Source: an optimization exercise on an open RTL-to-GDS flow (aim: small area and a short achievable clock period). Production flows keep margins and buffers that such runs may drop.
Only the layout flow was run in this run; the RTL was not checked for function there.
Power figures rest on the tool's default switching activity, not on a simulated workload.

**flow/config.mk**
```make
export PLATFORM = sky130hd
export DESIGN_NAME = pulse_sched_gen
export DESIGN_NICKNAME = pulse_sched_gen
export VERILOG_FILES = /design/flow/design.v
export SDC_FILE = /design/flow/constraint.sdc
export NUM_CORES = 4
export LEC_CHECK = 0
export CAP_MARGIN = 20
export CORE_MARGIN = 2
export CORE_UTILIZATION = 40
export SLEW_MARGIN = 20
```
**flow/constraint.sdc**
```tcl
create_clock -name core_clock -period 11.0 [get_ports {clk}]
set_input_delay 2.2000 -clock core_clock [delete_from_list [all_inputs] [get_ports {clk}]]
set_output_delay 2.2000 -clock core_clock [all_outputs]
set_load 0.01 [all_outputs]
```
**flow/design.v**
```verilog
module pulse_sched_gen #(
  parameter int TW        = 32,
  parameter int QW        = 16,
  parameter int NTEMP     = 3,
  parameter int PULSE_LEN = 4,
  parameter int TNC_GAP   = 8
)(
  input  logic                  clk,
  input  logic                  rst,
  input  logic                  tick_1us,
  input  logic                  sync_in,
  input  logic                  load,
  input  logic                  en_cal,
  input  logic                  en_noise,
  input  logic [3:0]            n_temp,
  input  logic [15:0]           cal_dly,
  input  logic [TW-1:0]         dt_cal,
  input  logic [TW-1:0]         dt_noise,
  input  logic [NTEMP*TW-1:0]   p_ni,
  input  logic [NTEMP*TW-1:0]   p_ii,
  input  logic [NTEMP*TW-1:0]   p_np,
  input  logic [NTEMP*TW-1:0]   p_ip,
  input  logic [NTEMP*QW-1:0]   qit,
  output logic                  tni,
  output logic                  tki,
  output logic                  tnp,
  output logic                  tkp,
  output logic                  tobm,
  output logic                  tnc,
  output logic                  i_izl,
  output logic                  i_get,
  output logic                  error,
  output logic                  busy,
  output logic [3:0]            cur_train,
  output logic [TW-1:0]         time_now
);
  localparam int CW = $clog2(PULSE_LEN);
  localparam int NP = NTEMP + 2;           
  localparam int BW = 8;                   
  localparam int NB = TW / BW;
  function automatic logic [TW-1:0] kvec(input logic [NB-1:0] k);
    kvec = '0;
    for (int j = 1; j < NB; j++) kvec[j*BW] = k[j];
  endfunction
  function automatic logic [TW+NB-1:0] badd(input logic [TW-1:0] x, input logic [TW-1:0] y,
                                            input logic [NB-1:0] k);
    logic [TW-1:0] s;
    logic [NB-1:0] co;
    logic [BW-1:0] g, p;
    logic [BW:0] c;
    logic t;
    co = '0;
    for (int j = 0; j < NB; j++) begin
      g = x[j*BW +: BW] & y[j*BW +: BW];
      p = x[j*BW +: BW] ^ y[j*BW +: BW];
      c[0] = (j > 0) ? k[j] : 1'b0;
      for (int i = 1; i <= BW; i++) begin
        c[i] = 1'b0;
        for (int m = 0; m <= i; m++) begin
          t = (m == 0) ? c[0] : g[m-1];
          for (int q = m; q < i; q++) t = t & p[q];
          c[i] = c[i] | t;
        end
      end
      s[j*BW +: BW] = p ^ c[BW-1:0];
      if (j + 1 < NB) co[j+1] = c[BW];
    end
    badd = {co, s};
  endfunction
  function automatic logic hit(input logic [TW-1:0] x, input logic [TW-1:0] v,
                               input logic [NB-1:0] k);
    logic [TW-1:0] y, kv, p, g, z;
    y = ~x;
    kv = kvec(k);
    p = v ^ y ^ kv;
    g = {((v[TW-2:0] & y[TW-2:0]) | (v[TW-2:0] & kv[TW-2:0]) | (y[TW-2:0] & kv[TW-2:0])), 1'b0};
    z = {(p[TW-2:0] | g[TW-2:0]), 1'b0};
    hit = ((p ^ g) == z);
  endfunction
  logic [2:0] s_tk, s_sy, s_ld;
  logic tk_r, sy_r, ld_r, tkv;
  logic st_start, st_arm, st_run, st_endw;    
  logic [NP-1:0] en_v;                        
  logic [15:0] sh_cal_dly;
  logic [TW-1:0] sh_dt_cal, sh_dt_noise;
  logic [NTEMP*TW-1:0] sh_ni, sh_ii, sh_np, sh_ip;
  logic [NTEMP*QW-1:0] sh_qit;
  logic [NP:0] ps, ps_first, ps_next;         
  logic [QW-1:0] rep1, q_cur;                 
  logic done;                                 
  logic [NP-1:0] psd;                          
  logic [1:0] ct;                              
  logic [3:0][TW-1:0] tv;                    
  logic [3:0][NB-1:0] tc;                    
  logic [NP:0] ps_arm;                       
  logic [TW-1:0] pa, pb, pc, od;
  logic [TW-1:0] s1, c1, s2, c2, s3, c3;
  logic [TW+NB-1:0] n0, n1, n2, n3;
  logic [4:0] act, pend, fire;
  logic [4:0][CW-1:0] cnt;
  logic [3:0] m;
  assign tk_r = s_tk[1] & ~s_tk[2];
  assign sy_r = s_sy[1] & ~s_sy[2];
  assign ld_r = s_ld[1] & ~s_ld[2];
  assign tkv  = tk_r & ~sy_r;
  always_comb begin
    ps_first = '0;
    ps_first[NP] = 1'b1;
    for (int p = NP - 1; p >= 0; p--)
      if (en_v[p]) begin
        ps_first = '0;
        ps_first[p] = 1'b1;
      end
  end
  always_comb begin
    logic seen;
    ps_next = '0;
    seen = 1'b0;
    for (int p = 0; p < NP; p++) begin
      if (seen && en_v[p] && ps_next == '0) ps_next[p] = 1'b1;
      if (ps[p]) seen = 1'b1;
    end
    if (ps_next == '0) ps_next[NP] = 1'b1;
  end
  always_comb begin
    logic [QW-1:0] q;
    q = (ps[0] | ps[1]) ? QW'(1) : '0;
    for (int k = 0; k < NTEMP; k++)
      q = q | ({QW{ps[k+2] & ld_r}} & qit[k*QW +: QW]) | ({QW{ps[k+2] & ~ld_r}} & sh_qit[k*QW +: QW]);
    q_cur = q;
  end
  assign ps_arm = st_start ? ps_first : done ? ps_next : ps;
  always_comb begin
    logic [TW-1:0] a, b, c;
    logic [NP-1:0] si, ss;
    si = ps_arm[NP-1:0] & {NP{ld_r}};
    ss = ps_arm[NP-1:0] & {NP{~ld_r}};
    a = ps_arm[NP] ? TW'(TNC_GAP) : '0;
    b = '0;
    c = ({TW{si[0] | si[1]}} & TW'(cal_dly)) | ({TW{ss[0] | ss[1]}} & TW'(sh_cal_dly));
    for (int k = 0; k < NTEMP; k++) begin
      a = a | ({TW{si[k+2]}} & p_ni[k*TW +: TW]) | ({TW{ss[k+2]}} & sh_ni[k*TW +: TW]);
      b = b | ({TW{si[k+2]}} & p_ii[k*TW +: TW]) | ({TW{ss[k+2]}} & sh_ii[k*TW +: TW]);
      c = c | ({TW{si[k+2]}} & p_np[k*TW +: TW]) | ({TW{ss[k+2]}} & sh_np[k*TW +: TW]);
    end
    pa = a;
    pb = b;
    pc = c;
  end
  always_comb begin
    logic [TW-1:0] d;
    d = ({TW{psd[0]}} & sh_dt_cal) | ({TW{psd[1]}} & sh_dt_noise);
    for (int k = 0; k < NTEMP; k++) d = d | ({TW{psd[k+2]}} & sh_ip[k*TW +: TW]);
    od = d;
  end
  assign s1 = tv[3] ^ tv[0] ^ tv[1];
  assign c1 = {(tv[3][TW-2:0] & tv[0][TW-2:0]) | (tv[3][TW-2:0] & tv[1][TW-2:0]) | (tv[0][TW-2:0] & tv[1][TW-2:0]), 1'b0};
  assign s2 = s1 ^ c1 ^ tv[2];
  assign c2 = {(s1[TW-2:0] & c1[TW-2:0]) | (s1[TW-2:0] & tv[2][TW-2:0]) | (c1[TW-2:0] & tv[2][TW-2:0]), 1'b0};
  assign s3 = s2 ^ c2 ^ od;
  assign c3 = {(s2[TW-2:0] & c2[TW-2:0]) | (s2[TW-2:0] & od[TW-2:0]) | (c2[TW-2:0] & od[TW-2:0]), 1'b0};
  assign n0 = badd(tv[3], tv[0], tc[3]);
  assign n1 = badd(s1, c1, tc[3]);
  assign n2 = badd(s2, c2, tc[3]);
  assign n3 = badd(s3, c3, tc[3]);
  for (genvar i = 0; i < 4; i++) begin : g_m
    assign m[i] = hit(time_now, tv[i], tc[i]);
  end
  assign fire[0] = tkv & pend[0] & m[0];
  assign fire[1] = tkv & pend[1] & m[1];
  assign fire[2] = tkv & pend[2] & m[2];
  assign fire[3] = tkv & pend[3] & m[3];
  assign fire[4] = tkv & pend[4] & m[0];
  always_ff @(posedge clk or posedge rst)
    if (rst) begin
      s_tk <= '0;
      s_sy <= '0;
      s_ld <= '0;
      en_v <= '0;
      psd <= '0;
      done <= 1'b0;
    end else begin
      s_tk <= {s_tk[1:0], tick_1us};
      s_sy <= {s_sy[1:0], sync_in};
      s_ld <= {s_ld[1:0], load};
      if (ld_r) begin
        en_v[0] <= en_cal;
        en_v[1] <= en_noise;
        for (int k = 0; k < NTEMP; k++) en_v[k+2] <= (n_temp > 4'(k)) && (qit[k*QW +: QW] != '0);
      end
      done <= rep1 >= q_cur;
      if (!sy_r && (st_start || (st_run && fire[3]))) psd <= ps_arm[NP-1:0];
    end
  always_ff @(posedge clk)
    if (ld_r) begin
      sh_cal_dly <= cal_dly;
      sh_dt_cal <= dt_cal;
      sh_dt_noise <= dt_noise;
      sh_ni <= p_ni;
      sh_ii <= p_ii;
      sh_np <= p_np;
      sh_ip <= p_ip;
      sh_qit <= qit;
    end
  always_ff @(posedge clk) begin
    if (!sy_r) begin
      if (st_start || (st_run && fire[3])) begin
        tv[0] <= pa;
        tv[1] <= pb;
        tv[2] <= pc;
        ps <= ps_arm;
      end
      if (st_start) begin
        tv[3] <= time_now;
        tc[3] <= '0;
        rep1 <= QW'(1);
      end
      if (st_arm) begin
        {tc[0], tv[0]} <= n0;
        {tc[1], tv[1]} <= n1;
        {tc[2], tv[2]} <= n2;
        if (!ps[NP]) {tc[3], tv[3]} <= n3;
      end
      if (st_run && fire[3]) rep1 <= done ? QW'(1) : rep1 + QW'(1);
    end
    for (int i = 0; i < 5; i++)
      if (fire[i]) cnt[i] <= CW'(PULSE_LEN - 1);
      else if (tk_r && act[i]) cnt[i] <= cnt[i] - CW'(1);
  end
  always_ff @(posedge clk or posedge rst)
    if (rst) begin
      st_start <= 1'b0;
      st_arm <= 1'b0;
      st_run <= 1'b0;
      st_endw <= 1'b0;
      busy <= 1'b0;
      ct <= '0;
      time_now <= '0;
      act <= '0;
      pend <= '0;
      i_izl <= 1'b0;
      i_get <= 1'b0;
      error <= 1'b0;
    end else begin
      error <= ((fire[0] && i_get) || (fire[2] && i_izl)) ? 1'b1 : ld_r ? 1'b0 : error;
      if (sy_r) begin
        time_now <= '0;
        st_start <= 1'b1;
        st_arm <= 1'b0;
        st_run <= 1'b0;
        st_endw <= 1'b0;
        busy <= 1'b1;
        ct <= '0;
        pend <= '0;
        act <= '0;
        i_izl <= 1'b0;
        i_get <= 1'b0;
      end else begin
        if (tk_r) time_now <= time_now + TW'(1);
        for (int i = 0; i < 5; i++)
          if (fire[i]) act[i] <= 1'b1;
          else if (tk_r && cnt[i] == '0) act[i] <= 1'b0;
        i_izl <= fire[1] ? 1'b0 : fire[0] ? 1'b1 : i_izl;
        i_get <= fire[3] ? 1'b0 : fire[2] ? 1'b1 : i_get;
        pend <= pend & ~fire;
        st_start <= st_endw & fire[4];
        st_arm <= st_start | (st_run & fire[3]);
        st_run <= (st_arm & ~ps[NP]) | (st_run & ~fire[3]);
        st_endw <= (st_arm & ps[NP]) | (st_endw & ~fire[4]);
        if (st_arm) pend <= ps[NP] ? 5'b10000 : (ps[0] | ps[1]) ? 5'b01100 : 5'b01111;
        if (st_start || (st_run && fire[3]))
          ct <= {ps_arm[4], ps_arm[3]} & {2{st_start | st_run}};
        else
          ct <= {ps[4], ps[3]} & {2{(st_arm & ~ps[NP]) | st_run}};
      end
    end
  assign tni = act[0];
  assign tki = act[1];
  assign tnp = act[2];
  assign tkp = act[3];
  assign tobm = act[3];
  assign tnc = act[4];
  assign cur_train = {2'b00, ct};
endmodule
```
**flow/flow/run.sh**
```bash
#!/bin/bash
# The standard layout (standard.sh, with its standard synthesis), with extra ORFS settings:
# plain buf_1 cells as the port buffers, and a setup margin that makes timing repair aim for
# more slack than the clock period needs. The clock period and constraints are unchanged.
set -euo pipefail
bash standard.sh finish SETUP_SLACK_MARGIN=7.25 CTS_CLUSTER_SIZE=24 CTS_CLUSTER_DIAMETER=100 CORE_UTILIZATION=60 "BUFFER_PORTS_ARGS=-buffer_cell sky130_fd_sc_hd__buf_1" > standard.log 2>&1
```
**flow/standard.sh**
```bash
#!/bin/bash
# synth_recipe.tcl (not shown) runs the flow's synth.tcl, then flattens the netlist and writes it again
# the make line also repeats each setting of config.mk as NAME=value (left out here)
make -C /OpenROAD-flow-scripts/flow DESIGN_CONFIG=/design/flow/config.mk WORK_HOME=/design/flow/orfs CLKGATE_MAP_FILE= SYNTH_SCRIPT=/design/flow/synth_recipe.tcl "${@:-finish}"
```
==> results.cfg <==
[hold_path]
hold_class = reg -> reg
worst_hold_path.num_cells = 0
hold_end = s_sy[1]
hold_path_startpoint = s_sy[0]

[routing]
route.detailed.vias_per_inst = 5.94
firstDrtPassIters = 6
drt_drc_violations_left = 0
highest_layer = met5
drt-initial-drc-count = 3625
wl_met1_mm = 55.8
remaining_number_of_nets_flagged_by_the_antenna_check_after_routing = 0
routed_wire_length_per_instance_microns = 24.3
dr_wl_met3_mm = 10.7
finalWirelength_mm = 139
vias = 33900
met2WireLength_mm = 65.1

[sta]
worstMarginPinSlew_ns = 1.23
finalHoldViolCount = 0
final-max-slew-violation-count = 0
whs_ns = 0.367
setup_repair_after_global_routing_missed_its_margin = yes
min_tclk_post_route_ns = 4.03
final-setup-viol-count = 0
setup-tns-final_ns = 0
max_clock_freq_mhz = 248
fin_skew_ns = 0.0512
timing.slew.headroom_pct = 17.2
fin_crit_sh_pct = 36.6

[layout]
finish.net_count = 5730
area_of_the_multi_input_gates_sq_um = 21000
layout-drive-gt1-share_pct = 7.58
n_fill_cell = 5921
layout.area.seq_sq_um = 22300
area_growth_syn_to_layout_pct = 14.0

[critical_path]
setup.worst_path.end_class = register
crit_arrival_ns = 4.39
path_max_fanout = 2
critical_path_class = reg -> reg
worst_setup_path_start_kind = register
ff2ff_setup_slack_ns = 6.97
timing.rr.end = tv[103]
worstPathRequired_ns = 11.36
rr_startpoint = tv[34]
worstRegToRegCells = 13

[die]
core_area_sq_um = 74100
floorplan.die.height_microns = 277
row_count = 100
dieArea_sq_um = 76700
start_util_pct = 60.4
chipWidth_microns = 277
io_pins = 569

[yosys]
synth_top_flop_cell = sky130_fd_sc_hd__edfxtp_1
synth_sequential_area_ratio_pct = 49.7
synth.avg_cell_area_sq_um = 10.8
synth_edf_count = 674
synth_cell_type_count = 70
synth_async_reset_ratio_pct = 9.52
synthDominantAreaCellType = sky130_fd_sc_hd__edfxtp_1
synth_top_cell_area_share_pct = 45.3
netlist_instances = 4123
number_of_synthesized_register_bits = 756
synth.cell_area_sq_um = 44700
synthTopCellsByArea = sky130_fd_sc_hd__edfxtp_1 (45%), sky130_fd_sc_hd__ha_1 (11%), sky130_fd_sc_hd__nand2_1 (5.8%)
synth_warnings = 1

[grt]
global_route_wire_length_before_repair_mm = 203
groute.usage.overall_pct = 35.4
grt_max_degree = 182
first_global_vias = 32300
antenna_found_initial = 19
grt-ovfl-total = 0

[status]
status = complete, no violations

[clocking]
cts_max_level = 2
cts.path.max_buffers = 3
insertion_delay_ns = 0.64
ctsRootBufferMaster = sky130_fd_sc_hd__clkbuf_16
numClockSinks = 756
clk_transition_reported_paths_ns = 0.10
cts_buffers = 40
cts_tree = yes

[placement]
place.gp.congestion = 1.00
buffer_ports.inserted = 566
place.detailed.hpwl_mm = 103

[power]
worst_ir_drop_on_vdd_uv = 277
powerDensity_nw_per_um2 = 277
total_leakage_power_uw = 0.0207

[run]
cap_viol_max_count = 0
-- registers in the layout (all words and copies together), names as in the netlist, 12 cells and up --
name,cells
rep1,16
sh_cal_dly,16
sh_dt_cal,32
sh_dt_noise,32
sh_ii,96
sh_ip,96
sh_ni,96
sh_np,96
sh_qit,48
tc,12
time_now,32
tv,128
-- worst max-delay path, stage by stage (launching register included) --
cell and delay, ns:
sky130_fd_sc_hd__edfxtp_1 0.50, sky130_fd_sc_hd__fa_2 0.55, sky130_fd_sc_hd__fa_1 0.54, sky130_fd_sc_hd__inv_2 0.06
sky130_fd_sc_hd__fa_1 0.51, sky130_fd_sc_hd__inv_2 0.05, sky130_fd_sc_hd__ha_4 0.22, sky130_fd_sc_hd__ha_4 0.15
sky130_fd_sc_hd__o21a_1 0.18, sky130_fd_sc_hd__o21ai_2 0.17, sky130_fd_sc_hd__a21boi_2 0.09, sky130_fd_sc_hd__o21a_1 0.18
sky130_fd_sc_hd__or3_1 0.31, sky130_fd_sc_hd__a31o_2 0.25
-- Yosys cell counts, types with 14 or more instances --
cell,count
sky130_fd_sc_hd__dfrtp_1,72
sky130_fd_sc_hd__a22oi_1,14
sky130_fd_sc_hd__nand3_1,52
sky130_fd_sc_hd__nand4_1,35
sky130_fd_sc_hd__a21oi_1,407
sky130_fd_sc_hd__or3_1,15
sky130_fd_sc_hd__mux2i_1,85
sky130_fd_sc_hd__o211ai_1,14
sky130_fd_sc_hd__a211oi_1,21
sky130_fd_sc_hd__clkbuf_1,149
sky130_fd_sc_hd__fa_1,119
sky130_fd_sc_hd__a222oi_1,34
sky130_fd_sc_hd__xnor2_1,139
sky130_fd_sc_hd__o21ai_0,63
sky130_fd_sc_hd__xor2_1,111
sky130_fd_sc_hd__nor2_1,119
sky130_fd_sc_hd__ha_1,394
sky130_fd_sc_hd__edfxtp_1,674
sky130_fd_sc_hd__inv_1,458
sky130_fd_sc_hd__a21o_1,21
sky130_fd_sc_hd__a221oi_1,52
sky130_fd_sc_hd__o22ai_1,33
sky130_fd_sc_hd__nor4_1,108
sky130_fd_sc_hd__o21a_1,28
sky130_fd_sc_hd__nand2_1,693
sky130_fd_sc_hd__nor3_1,36
sky130_fd_sc_hd__buf_2,15
-- cells in the final DEF (no fill, tap or decap), types with 14 or more instances in the layout --
master / synthesis / final
sky130_fd_sc_hd__o21a_1: 28 / 28
sky130_fd_sc_hd__a222oi_1: 34 / 34
sky130_fd_sc_hd__inv_1: 458 / 441
sky130_fd_sc_hd__a21oi_1: 407 / 397
sky130_fd_sc_hd__edfxtp_1: 674 / 674
sky130_fd_sc_hd__buf_6: 2 / 15
sky130_fd_sc_hd__clkbuf_1: 149 / 16
sky130_fd_sc_hd__diode_2: 0 / 18
sky130_fd_sc_hd__o21ai_0: 63 / 51
sky130_fd_sc_hd__nand3_1: 52 / 52
sky130_fd_sc_hd__ha_1: 394 / 382
sky130_fd_sc_hd__nor2_1: 119 / 117
sky130_fd_sc_hd__nor3_1: 36 / 32
sky130_fd_sc_hd__o22ai_1: 33 / 33
sky130_fd_sc_hd__buf_1: 10 / 566
sky130_fd_sc_hd__nand2_1: 693 / 691
sky130_fd_sc_hd__nor4_1: 108 / 73
sky130_fd_sc_hd__xor2_1: 111 / 106
sky130_fd_sc_hd__a211oi_1: 21 / 16
sky130_fd_sc_hd__clkbuf_16: 0 / 42
sky130_fd_sc_hd__buf_4: 5 / 106
sky130_fd_sc_hd__xnor2_1: 139 / 134
sky130_fd_sc_hd__dfrtp_1: 72 / 65
sky130_fd_sc_hd__a22oi_1: 14 / 14
sky130_fd_sc_hd__mux2i_1: 85 / 85
sky130_fd_sc_hd__o211ai_1: 14 / 14
sky130_fd_sc_hd__nor4_2: 1 / 28
sky130_fd_sc_hd__fa_1: 119 / 108
sky130_fd_sc_hd__a21o_1: 21 / 21
sky130_fd_sc_hd__a221oi_1: 52 / 46
sky130_fd_sc_hd__nand4_1: 35 / 35
sky130_fd_sc_hd__inv_2: 1 / 15
sky130_fd_sc_hd__or3_1: 15 / 15
-- logic make-up (layout without fill, tap and decap cells) --
| logic type | count (synthesis) | in the layout | synth area share (%) |
|---|---|---|---|
| AO/OA/AOI/OAI | 739 | 740 | 10.2 |
| XOR/XNOR | 251 | 251 | 4.95 |
| adder cells (fa/ha/maj) | 513 | 513 | 16.4 |
| buffers and inverters | 640 | 1234 | 5.49 |
| flip-flops | 756 | 756 | 49.7 |
| multiplexers | 94 | 94 | 2.13 |
| other | 1 | 20 | 0.00839 |
| AND/OR/NAND/NOR | 1129 | 1131 | 11.1 |
-- report_power, final --
part / internal (uW) / leakage (uW) / switching, uW
logic: 3750 / 0.0127 / 4930
clock network: 730 / 0.000592 / 985
registers: 3470 / 0.00741 / 244
total: 7950 / 0.0207 / 6160
-- layer usage --
layer,vias to the layer above,global-route usage (%)
met5,-,0
met4,2,15.9
met3,232,5.37
met2,1371,56.5
met1,16600,48.3
li1,15700,-
-- what timing repair did --
item                       in CTS  in global routing
setup endpoints to repair     258                192
hold buffers                    0                  0
cloned                          4                  3
setup buffers                  51                 29
resized for setup             130                 59
pin swaps                      52                 53
-- how the worst max path moves through the flow --
| stage | from | to | slack [ns] |
|---|---|---|---|
| floorplan | tc[13] | tv[0] | 6.56 |
| global placement | tc[14] | tv[80] | 5.91 |
| detailed placement | tc[14] | tv[80] | 5.83 |
| CTS | tv[34] | tv[103] | 6.85 |
| global route | tv[34] | tv[103] | 6.84 |
| finish | tv[34] | tv[103] | 6.97 |
-- cell type report --
| type | count | area share [%] |
|---|---|---|
| Clock inverter | 11 | 0.248 |
| Sequential cell | 756 | 43.7 |
| Timing Repair Buffer | 705 | 6.82 |
| Inverter | 459 | 3.44 |
| Multi-Input combinational cell | 2731 | 41.1 |
| Antenna cell | 18 | 0.0884 |
| Tap cell | 969 | 2.38 |
| Timing Repair inverter | 1 | 0.0221 |
| Clock buffer | 58 | 2.18 |
-- per-stage QoR --
step	utilization (%)	cell area, sq um	total power (uW)	worst slack [ns]	std cells
finish	68.8	51000	14100	6.97	5708
global route	68.8	51000	15000	6.84	5704
CTS	68.1	50400	13600	6.85	5657
floorplan	-	44800	8750	6.56	4124
global placement	64.8	48000	10800	5.91	5532
detailed placement	64.8	48000	10900	5.83	5533

-- port drivers added, routing unchanged --
How much do the figures lean on ideal ports? The routed layout below was timed once more, with nothing changed but the port constraints.
Step 1 sets driving cells, clkbuf_16 on the clock port and buf_2 on the other inputs (assumed; they add their load-dependent delay and slew).
Step 2 adds t to the input delays and takes it off the output delays; t is the mean of the earliest and latest rising clock arrival at the registers after step 1. Input paths then give back, and output paths get back, about the clock's delay inside the block.
Three values: ideal, step 1, step 2; two values: the first two.
t (ns): 0.681
setup slack, ns: 6.972 / 6.972 / 6.860
worst register clock-pin slew, ns: 0.11 / 0.11
worst slew at a driven data input, ns: 0.11
cell pins on the clock port's net: 1
After both steps this run still meets setup and hold. For this run, drivers alone change the setup slack by 0.000 ns; drivers and shift together by -0.112 ns.
